Background: an optimization exercise with open tools, aiming at small area. Do not read the settings as production practice. The RTL was checked by simulation tests, not by an equivalence proof against the original design. Power and IR drop assume default switching activity.

===== config.mk =====
export PLATFORM = sky130hd
export DESIGN_NAME = accel_top
export DESIGN_NICKNAME = accel_top
export VERILOG_FILES = /design/flow/design.v
export SDC_FILE = /design/flow/constraint.sdc
export NUM_CORES = 4
export LEC_CHECK = 0
export CAP_MARGIN = 20
export CORE_MARGIN = 2
export CORE_UTILIZATION = 40
export SLEW_MARGIN = 20

===== run.sh =====
#!/bin/bash
# synth_recipe.tcl (not shown) runs the flow's synth.tcl, then flattens the netlist and writes it again
# the make line also repeats each setting of config.mk as NAME=value (left out here)
make -C /OpenROAD-flow-scripts/flow DESIGN_CONFIG=/design/flow/config.mk WORK_HOME=/design/flow/orfs CLKGATE_MAP_FILE= SYNTH_SCRIPT=/design/flow/synth_recipe.tcl finish

===== constraint.sdc =====
create_clock -name core_clock -period 4.0 [get_ports {clk}]
set_input_delay 0.8000 -clock core_clock [delete_from_list [all_inputs] [get_ports {clk}]]
set_output_delay 0.8000 -clock core_clock [all_outputs]
set_load 0.01 [all_outputs]

===== design.v =====
package accel_pkg;
    localparam int DATA_WIDTH = 8;
    typedef logic signed [DATA_WIDTH-1:0] sample_t;
    typedef enum logic [1:0] {
        ACT_PASS  = 2'd0,
        ACT_RELU  = 2'd1,
        ACT_LEAKY = 2'd2,
        ACT_RELU6 = 2'd3
    } act_mode_t;
    typedef enum logic {
        POOL_MAX = 1'b0,
        POOL_AVG = 1'b1
    } pool_type_t;
    localparam int LEAKY_SHIFT = 3;
    localparam sample_t RELU6_MAX = 8'sd96;
endpackage
package csr_pkg;
    localparam int CSR_ADDR_WIDTH = 8;
    localparam int CSR_DATA_WIDTH = 32;
    localparam int CSR_STRB_WIDTH = CSR_DATA_WIDTH / 8;
    localparam int NUM_REGS      = 16;
    localparam int REG_IDX_WIDTH = $clog2(NUM_REGS);
    localparam int REGION_WIDTH = 2;
    localparam logic [REGION_WIDTH-1:0] REGION_CSR = 2'd0;
    localparam logic [REG_IDX_WIDTH-1:0] REG_CTRL         = 4'd0;
    localparam logic [REG_IDX_WIDTH-1:0] REG_ACT_MODE     = 4'd4;
    localparam logic [REG_IDX_WIDTH-1:0] REG_POOL_MODE    = 4'd5;
    localparam logic [REG_IDX_WIDTH-1:0] REG_TOTAL_CYCLES = 4'd10;
    localparam logic [REG_IDX_WIDTH-1:0] REG_BUSY_CYCLES  = 4'd11;
    localparam logic [REG_IDX_WIDTH-1:0] REG_IDLE_CYCLES  = 4'd12;
    localparam logic [1:0] RESP_OKAY   = 2'b00;
    localparam logic [1:0] RESP_DECERR = 2'b11;
    localparam int COUNTER_WIDTH = 32;
endpackage
module csr_block (
    input  logic                                  clk,
    input  logic                                  sync_reset,
    input  logic                                  awvalid,
    output logic                                  awready,
    input  logic [csr_pkg::CSR_ADDR_WIDTH-1:0]    awaddr,
    input  logic                                  wvalid,
    output logic                                  wready,
    input  logic [csr_pkg::CSR_DATA_WIDTH-1:0]    wdata,
    input  logic [csr_pkg::CSR_STRB_WIDTH-1:0]    wstrb,
    output logic                                  bvalid,
    input  logic                                  bready,
    output logic [1:0]                            bresp,
    input  logic                                  arvalid,
    output logic                                  arready,
    input  logic [csr_pkg::CSR_ADDR_WIDTH-1:0]    araddr,
    output logic                                  rvalid,
    input  logic                                  rready,
    output logic [csr_pkg::CSR_DATA_WIDTH-1:0]    rdata,
    output logic [1:0]                            rresp,
    input  logic [csr_pkg::COUNTER_WIDTH-1:0]     total_cycles,
    input  logic [csr_pkg::COUNTER_WIDTH-1:0]     busy_cycles,
    input  logic [csr_pkg::COUNTER_WIDTH-1:0]     idle_cycles,
    output logic [2:0]                            cnt_wr,
    output logic [csr_pkg::CSR_DATA_WIDTH-1:0]    cnt_wdata,
    output logic [csr_pkg::CSR_STRB_WIDTH-1:0]    cnt_wstrb,
    output logic                                  enable,
    output accel_pkg::act_mode_t                  act_mode,
    output accel_pkg::pool_type_t                 pool_type
);
    logic [csr_pkg::CSR_DATA_WIDTH-1:0] regs [csr_pkg::NUM_REGS];
    logic                                wr_take;
    logic                                wr_hit;
    logic [csr_pkg::REG_IDX_WIDTH-1:0]   wr_idx;
    logic                                rd_take;
    logic                                rd_hit;
    logic [csr_pkg::REG_IDX_WIDTH-1:0]   rd_idx;
    logic [csr_pkg::CSR_DATA_WIDTH-1:0]  rd_word;
    assign wr_take = awvalid && wvalid && !bvalid;
    assign rd_take = arvalid && !rvalid;
    assign wr_hit = awaddr[csr_pkg::CSR_ADDR_WIDTH-1 -: csr_pkg::REGION_WIDTH]
                    == csr_pkg::REGION_CSR;
    assign rd_hit = araddr[csr_pkg::CSR_ADDR_WIDTH-1 -: csr_pkg::REGION_WIDTH]
                    == csr_pkg::REGION_CSR;
    assign wr_idx = awaddr[2 +: csr_pkg::REG_IDX_WIDTH];
    assign rd_idx = araddr[2 +: csr_pkg::REG_IDX_WIDTH];
    always_comb begin
        case (rd_idx)
            csr_pkg::REG_TOTAL_CYCLES: rd_word = total_cycles;
            csr_pkg::REG_BUSY_CYCLES:  rd_word = busy_cycles;
            csr_pkg::REG_IDLE_CYCLES:  rd_word = idle_cycles;
            default:                   rd_word = regs[rd_idx];
        endcase
    end
    always_ff @(posedge clk or posedge sync_reset) begin
        if (sync_reset) begin
            awready <= 1'b0;
            wready  <= 1'b0;
            bvalid  <= 1'b0;
            arready <= 1'b0;
            rvalid  <= 1'b0;
            for (int i = 0; i < csr_pkg::NUM_REGS; i++) begin
                regs[i] <= '0;
            end
        end else begin
            awready <= wr_take;
            wready  <= wr_take;
            arready <= rd_take;
            if (wr_take) begin
                bvalid <= 1'b1;
            end else if (bready) begin
                bvalid <= 1'b0;
            end
            if (rd_take) begin
                rvalid <= 1'b1;
            end else if (rready) begin
                rvalid <= 1'b0;
            end
            if (wr_take && wr_hit && cnt_wr == 3'b000) begin
                for (int b = 0; b < csr_pkg::CSR_STRB_WIDTH; b++) begin
                    if (wstrb[b]) begin
                        regs[wr_idx][b*8 +: 8] <= wdata[b*8 +: 8];
                    end
                end
            end
        end
    end
    always_ff @(posedge clk) begin
        if (wr_take) begin
            bresp <= wr_hit ? csr_pkg::RESP_OKAY : csr_pkg::RESP_DECERR;
        end
        if (rd_take) begin
            rdata <= rd_hit ? rd_word : '0;
            rresp <= rd_hit ? csr_pkg::RESP_OKAY : csr_pkg::RESP_DECERR;
        end
    end
    assign cnt_wr[0] = wr_take && wr_hit && (wr_idx == csr_pkg::REG_TOTAL_CYCLES);
    assign cnt_wr[1] = wr_take && wr_hit && (wr_idx == csr_pkg::REG_BUSY_CYCLES);
    assign cnt_wr[2] = wr_take && wr_hit && (wr_idx == csr_pkg::REG_IDLE_CYCLES);
    assign cnt_wdata = wdata;
    assign cnt_wstrb = wstrb;
    assign enable    = regs[csr_pkg::REG_CTRL][0];
    assign act_mode  = accel_pkg::act_mode_t'(regs[csr_pkg::REG_ACT_MODE][1:0]);
    assign pool_type = accel_pkg::pool_type_t'(regs[csr_pkg::REG_POOL_MODE][0]);
endmodule
module activation_unit (
    input  logic                 clk,
    input  logic                 sync_reset,
    input  logic                 in_valid,
    output logic                 in_ready,
    input  accel_pkg::sample_t   in_data,
    input  logic                 in_last,
    input  accel_pkg::act_mode_t act_mode,
    output logic                 out_valid,
    input  logic                 out_ready,
    output accel_pkg::sample_t   out_data,
    output logic                 out_last
);
    accel_pkg::sample_t act_result;
    logic               in_fire;
    assign in_ready = !out_valid || out_ready;
    assign in_fire  = in_valid && in_ready;
    always_comb begin
        case (act_mode)
            accel_pkg::ACT_RELU: begin
                act_result = (in_data < 0) ? '0 : in_data;
            end
            accel_pkg::ACT_LEAKY: begin
                act_result = (in_data < 0) ? (in_data >>> accel_pkg::LEAKY_SHIFT) : in_data;
            end
            accel_pkg::ACT_RELU6: begin
                if (in_data < 0) begin
                    act_result = '0;
                end else if (in_data > accel_pkg::RELU6_MAX) begin
                    act_result = accel_pkg::RELU6_MAX;
                end else begin
                    act_result = in_data;
                end
            end
            default: begin
                act_result = in_data;
            end
        endcase
    end
    always_ff @(posedge clk or posedge sync_reset) begin
        if (sync_reset) begin
            out_valid <= 1'b0;
        end else if (in_ready) begin
            out_valid <= in_valid;
        end
    end
    always_ff @(posedge clk) begin
        if (in_fire) begin
            out_data <= act_result;
            out_last <= in_last;
        end
    end
endmodule
module pool_unit (
    input  logic                  clk,
    input  logic                  sync_reset,
    input  logic                  in_valid,
    output logic                  in_ready,
    input  accel_pkg::sample_t    in_data,
    input  logic                  in_last,
    input  accel_pkg::pool_type_t pool_type,
    output logic                  out_valid,
    input  logic                  out_ready,
    output accel_pkg::sample_t    out_data,
    output logic                  out_last
);
    logic                                have_first;
    accel_pkg::sample_t                  first_data;
    logic                                in_fire;
    logic                                close;
    logic signed [accel_pkg::DATA_WIDTH:0] pair_sum;
    accel_pkg::sample_t                  pooled;
    assign in_ready = !out_valid || out_ready;
    assign in_fire  = in_valid && in_ready;
    assign close = in_fire && (have_first || in_last);
    assign pair_sum = first_data + in_data;
    always_comb begin
        if (!have_first) begin
            pooled = in_data;
        end else if (pool_type == accel_pkg::POOL_AVG) begin
            pooled = accel_pkg::sample_t'(pair_sum[accel_pkg::DATA_WIDTH:1]);
        end else begin
            pooled = (in_data > first_data) ? in_data : first_data;
        end
    end
    always_ff @(posedge clk or posedge sync_reset) begin
        if (sync_reset) begin
            have_first <= 1'b0;
            out_valid  <= 1'b0;
        end else begin
            if (in_fire) begin
                have_first <= !close;
            end
            if (close) begin
                out_valid <= 1'b1;
            end else if (out_ready) begin
                out_valid <= 1'b0;
            end
        end
    end
    always_ff @(posedge clk) begin
        if (in_fire && !close) begin
            first_data <= in_data;
        end
        if (close) begin
            out_data <= pooled;
            out_last <= in_last;
        end
    end
endmodule
module perf_monitor (
    input  logic                              clk,
    input  logic                              sync_reset,
    input  logic                              busy,
    input  logic [2:0]                        cnt_wr,
    input  logic [csr_pkg::CSR_DATA_WIDTH-1:0] cnt_wdata,
    input  logic [csr_pkg::CSR_STRB_WIDTH-1:0] cnt_wstrb,
    output logic [csr_pkg::COUNTER_WIDTH-1:0] total_cycles,
    output logic [csr_pkg::COUNTER_WIDTH-1:0] busy_cycles,
    output logic [csr_pkg::COUNTER_WIDTH-1:0] idle_cycles
);
    always_ff @(posedge clk or posedge sync_reset) begin
        if (sync_reset) begin
            total_cycles <= '0;
            busy_cycles  <= '0;
            idle_cycles  <= '0;
        end else begin
            total_cycles <= total_cycles + 1'b1;
            if (busy) begin
                busy_cycles <= busy_cycles + 1'b1;
            end else begin
                idle_cycles <= idle_cycles + 1'b1;
            end
            for (int b = 0; b < csr_pkg::CSR_STRB_WIDTH; b++) begin
                if (cnt_wstrb[b]) begin
                    if (cnt_wr[0]) total_cycles[b*8 +: 8] <= cnt_wdata[b*8 +: 8];
                    if (cnt_wr[1]) busy_cycles[b*8 +: 8]  <= cnt_wdata[b*8 +: 8];
                    if (cnt_wr[2]) idle_cycles[b*8 +: 8]  <= cnt_wdata[b*8 +: 8];
                end
            end
        end
    end
endmodule
module accel_top (
    input  logic                               clk,
    input  logic                               sync_reset,
    input  logic                               awvalid,
    output logic                               awready,
    input  logic [csr_pkg::CSR_ADDR_WIDTH-1:0] awaddr,
    input  logic                               wvalid,
    output logic                               wready,
    input  logic [csr_pkg::CSR_DATA_WIDTH-1:0] wdata,
    input  logic [csr_pkg::CSR_STRB_WIDTH-1:0] wstrb,
    output logic                               bvalid,
    input  logic                               bready,
    output logic [1:0]                         bresp,
    input  logic                               arvalid,
    output logic                               arready,
    input  logic [csr_pkg::CSR_ADDR_WIDTH-1:0] araddr,
    output logic                               rvalid,
    input  logic                               rready,
    output logic [csr_pkg::CSR_DATA_WIDTH-1:0] rdata,
    output logic [1:0]                         rresp,
    input  logic                               s_axis_tvalid,
    output logic                               s_axis_tready,
    input  accel_pkg::sample_t                 s_axis_tdata,
    input  logic                               s_axis_tlast,
    output logic                               m_axis_tvalid,
    input  logic                               m_axis_tready,
    output accel_pkg::sample_t                 m_axis_tdata,
    output logic                               m_axis_tlast
);
    logic                              enable;
    accel_pkg::act_mode_t              act_mode;
    accel_pkg::pool_type_t             pool_type;
    logic [csr_pkg::COUNTER_WIDTH-1:0] total_cycles;
    logic [csr_pkg::COUNTER_WIDTH-1:0] busy_cycles;
    logic [csr_pkg::COUNTER_WIDTH-1:0] idle_cycles;
    logic                              act_in_ready;
    logic                              act_valid;
    logic                              act_ready;
    accel_pkg::sample_t                act_data;
    logic                              act_last;
    logic                              busy;
    logic [2:0]                        cnt_wr;
    logic [csr_pkg::CSR_DATA_WIDTH-1:0] cnt_wdata;
    logic [csr_pkg::CSR_STRB_WIDTH-1:0] cnt_wstrb;
    assign s_axis_tready = enable && act_in_ready;
    assign busy = act_valid || m_axis_tvalid;
    csr_block csr0 (
        .clk          (clk),
        .sync_reset   (sync_reset),
        .awvalid      (awvalid),
        .awready      (awready),
        .awaddr       (awaddr),
        .wvalid       (wvalid),
        .wready       (wready),
        .wdata        (wdata),
        .wstrb        (wstrb),
        .bvalid       (bvalid),
        .bready       (bready),
        .bresp        (bresp),
        .arvalid      (arvalid),
        .arready      (arready),
        .araddr       (araddr),
        .rvalid       (rvalid),
        .rready       (rready),
        .rdata        (rdata),
        .rresp        (rresp),
        .total_cycles (total_cycles),
        .busy_cycles  (busy_cycles),
        .idle_cycles  (idle_cycles),
        .cnt_wr       (cnt_wr),
        .cnt_wdata    (cnt_wdata),
        .cnt_wstrb    (cnt_wstrb),
        .enable       (enable),
        .act_mode     (act_mode),
        .pool_type    (pool_type)
    );
    activation_unit act0 (
        .clk        (clk),
        .sync_reset (sync_reset),
        .in_valid   (s_axis_tvalid && enable),
        .in_ready   (act_in_ready),
        .in_data    (s_axis_tdata),
        .in_last    (s_axis_tlast),
        .act_mode   (act_mode),
        .out_valid  (act_valid),
        .out_ready  (act_ready),
        .out_data   (act_data),
        .out_last   (act_last)
    );
    pool_unit pool0 (
        .clk        (clk),
        .sync_reset (sync_reset),
        .in_valid   (act_valid),
        .in_ready   (act_ready),
        .in_data    (act_data),
        .in_last    (act_last),
        .pool_type  (pool_type),
        .out_valid  (m_axis_tvalid),
        .out_ready  (m_axis_tready),
        .out_data   (m_axis_tdata),
        .out_last   (m_axis_tlast)
    );
    perf_monitor perf0 (
        .clk          (clk),
        .sync_reset   (sync_reset),
        .busy         (busy),
        .cnt_wr       (cnt_wr),
        .cnt_wdata    (cnt_wdata),
        .cnt_wstrb    (cnt_wstrb),
        .total_cycles (total_cycles),
        .busy_cycles  (busy_cycles),
        .idle_cycles  (idle_cycles)
    );
endmodule

==> reports/results.ini <==
[status]
status = complete, no violations

[worst_setup_path]
cp_slowest_cell = clkdlybuf4s50_1
reg2reg_to = csr0.regs[4][5]
startpoint_type = primary input
ff2ff_path_depth = 7
crit_fanout = 13
cp_common_cell = mux2_2
cp_cell_sequence = clkdlybuf4s50_1, mux2_2, a21oi_2, and2_1, nand2_1, mux2_2
reg2reg_from = csr0.bvalid
cpPeakStageDelay_ns = 0.74
r2r_slack_ns = 1.16
cp-end-kind = flop
crit_type = primary input to flop
worst_ep_arrival_time_ns = 3.73
crit_required_ns = 4.50

[layout]
fin_cells = 3519
area_growth_pct = 17.3
drive_gt1_share_pct = 28.7
post-route-util_pct = 47.2
nNetsFinal = 2622

[synth]
yosysTopAreaCellShare_pct = 46.4
ys_async_sr_fraction_pct = 89.6
ys_seq_area_share_pct = 52.8
synth_edf_count = 60
syn_nets = 2457
yosys_most_used_dff = dfrtp_1
synth_area_leaders = dfrtp_1 46%, mux2_2 18%, edfxtp_1 6.4%, a21oi_1 2.5%, nor2_1 2.4%
avgSynthCellArea_um2 = 11.8
syn_area_um2 = 28000
ys_warn_count = 5
synth_cell_types = 79
synthCells = 2367
ys_ff_latch = 579
yosysTopAreaCell = dfrtp_1

[clocking]
cts.sinks = 579
cts_buffers = 61
path_clk_slew_ns = 0.06
cts-hold-fix-buffers = 0
clockBufferDepth = 3
cts_resized = 0
cts_tree = built
clk_latency_ns = 0.64
clockRootBuffer = clkbuf_16
h-tree-depth = 2
postCtsSetupRepairBufs = 0

[power_and_ir_drop]
pwr_density_cell_nw_per_um2 = 441
ir_drop_mv = 0.333
power_leakage_nw = 14.6

[sta]
setup_viol = 0
timing.hold.ws_ns = 0.481
skew_ns = 0.0202
fmax_ghz = 0.310
rsz0062_at_grt = false
maxSlewHeadroom_pct = 25.2
period_minus_slack_ns = 3.23
worst_slew_pin_slew_ns = 1.11
min_period_over_period_pct = 80.7
finalMaxSlewViolations = 0
hold_viol_final = 0

[detailed_routing]
vias_per_cell = 5.97
ant_nets = 0
routedWlPerCell_um = 27.0
drtPass1Iterations = 8
drt_iter0_markers = 2225
drc = 0
dr_total_vias = 21000
routed_wirelength_um = 94800

[hold_path]
holdCritPathClass = flop to flop
holdPathStages = 0
worstHoldStart = act0.out_last
worst_hold_path.endpoint = pool0.out_last

[floorplan]
die_y_um = 269
pin_count = 122
die-area_um2 = 72200
rows = 97
die-width_um = 269
initial_core_util_pct = 40.2
core-area_um2 = 69700

[global_route]
grt_max_degree = 113
grt_use_total_pct = 26.4
grt_pass1_wl_um = 140000
antenna_found_initial = 1
grt_pass1_vias = 21100
overflow = 0

[placement]
gp_congestion = 0.937
dp_cells = 3409
hpwl_um = 66700
port_buffers = 117

[flow_run]
cap_violations = 0

==> routing by layer <==
| metal | vias up | wire length, um | track usage (%) |
|---|---|---|---|
| li1 | 9083 | - | - |
| met1 | 10800 | 40000 | 36.4 |
| met2 | 899 | 43300 | 41.4 |
| met3 | 204 | 7820 | 4.89 |
| met4 | 2 | 3800 | 10.3 |
| met5 | - | 8 | 0 |
==> cells in the mapped netlist, types with 4 or more instances <==
library cell,number
a211oi_1,7
a21o_1,4
a21oi_1,139
a221oi_1,20
a222oi_1,39
a22o_1,27
a22oi_1,60
a31oi_1,4
a32o_1,8
a32oi_1,13
and2_1,10
and3_1,21
and4_1,7
buf_1,4
buf_2,35
buf_4,12
clkbuf_1,87
dfrtp_1,519
edfxtp_1,60
ha_1,19
inv_1,31
mux2_2,438
mux2i_1,37
nand2_1,117
nand2_2,39
nand2b_1,16
nand3_1,48
nand4_1,25
nor2_1,179
nor2b_1,25
nor3_1,26
nor3_4,4
nor4_1,4
o211ai_1,5
o21ai_0,57
o221ai_1,12
o22ai_1,37
o32ai_1,5
or2_2,5
or3_1,5
xnor2_1,40
xor2_1,55
==> worst max-delay path: cells and delay by family <==
kind                   cells  cell delay [ns]
AOI/OAI and AO/OA          1             0.23
buffers and inverters      1             0.74
muxes                      2             0.84
and+or+nand+nor            2             1.10
==> metrics by stage <==
step	total power, mW	setup WS [ns]	cell area, um2	TNS (ns)
2_1_floorplan	7.90	-3.85	28000	-1998.27
3_3_place_gp	8.62	0.261	30800	0
3_5_place_dp	8.68	0.227	30800	0
4_1_cts	14.6	0.852	32900	0
5_1_grt	15.0	0.728	32900	0
6_report	14.5	0.774	32900	0
==> worst max-delay path by stage <==
stage,end,depth (start not counted),start,slack (ns)
2_1_floorplan,act0.out_valid,1,sync_reset,-3.85
3_3_place_gp,csr0.regs[4][5],6,awaddr[4],0.26
3_5_place_dp,csr0.regs[4][5],6,awaddr[4],0.23
4_1_cts,csr0.regs[4][5],6,awaddr[4],0.85
5_1_grt,csr0.regs[4][5],7,awaddr[7],0.73
6_report,csr0.regs[4][5],6,awaddr[4],0.77
==> kinds of logic after synthesis <==
logic type | after synthesis | share of synthesized area (%)
DFF | 579 | 52.8
and+or+nand+nor | 544 | 9.59
AOI/OAI and AO/OA | 478 | 11.9
muxes | 478 | 19.2
buffers and inverters | 173 | 2.72
xor gates and xnor gates | 95 | 2.97
adders and majority gates | 20 | 0.920
==> layout by cell type, fill, tap and decap left out, types with 8 or more instances in the layout <==
cell	count
clkbuf_8	10
xnor2_1	40
buf_12	10
clkbuf_16	61
nand4_1	25
o221ai_1	12
nor2b_1	22
a21oi_1	139
buf_4	117
a32o_1	8
a221oi_1	20
nand2_2	39
clkinv_1	10
nor2_1	175
mux2i_1	37
a222oi_1	39
nand2_1	117
and3_1	21
dfrtp_1	519
clkdlybuf4s50_1	113
a22oi_1	60
a22o_1	27
nand2b_1	16
bufinv_16	8
inv_1	30
o21ai_0	57
clkinv_2	13
mux2_2	438
ha_1	19
edfxtp_1	60
xor2_1	55
a32oi_1	13
nand3_1	48
nor3_1	25
o22ai_1	37
and2_1	10
==> final cells by class <==
type | instances | area [um2]
Antenna cell | 1 | 2.50
Clock buffer | 75 | 1680
Clock inverter | 34 | 370
Fill cell | 6323 | 36800
Inverter | 32 | 124
Multi-Input combinational cell | 1615 | 12500
Sequential cell | 579 | 14800
Tap cell | 940 | 1180
Timing Repair Buffer | 243 | 2220
==> power by group <==
| part | switching (mW) | internal, mW | total [mW] |
|---|---|---|---|
| combinational | 1.07 | 0.751 | 1.82 |
| clock | 2.42 | 3.46 | 5.89 |
| sequential | 0.420 | 6.36 | 6.78 |
==> sequential cells by signal, indices dropped and copies added, names as in the netlist, 8 cells and up <==
signal              count
perf0.total_cycles     32
pool0.first_data        8
perf0.busy_cycles      32
pool0.out_data          8
act0.out_data           8
csr0.regs             416
csr0.rdata             32
perf0.idle_cycles      32

==> port drivers added, routing unchanged <==
How much do the figures lean on ideal ports? The routed layout below was timed once more, with nothing changed but the port constraints. Step 1: set_driving_cell puts a clkbuf_16 on clk and a buf_2 on each other input, an assumption about the parent block. Step 2 times the ports against the registers' clock, not the clock port: input delays grow and output delays shrink by t, the midpoint of the rising clock arrivals with the driver on. a / b / c = ideal / step 1 / step 2; a / b = the first two.
shift t [ns]: 0.692
setup slack, ns: 0.774 / 0.814 / 0.122
worst slew at a driven data input, ns: 0.11
After both steps setup and hold are still met in this run. The setup slack of this run moves by +0.040 ns with the drivers and by -0.652 ns with both steps.
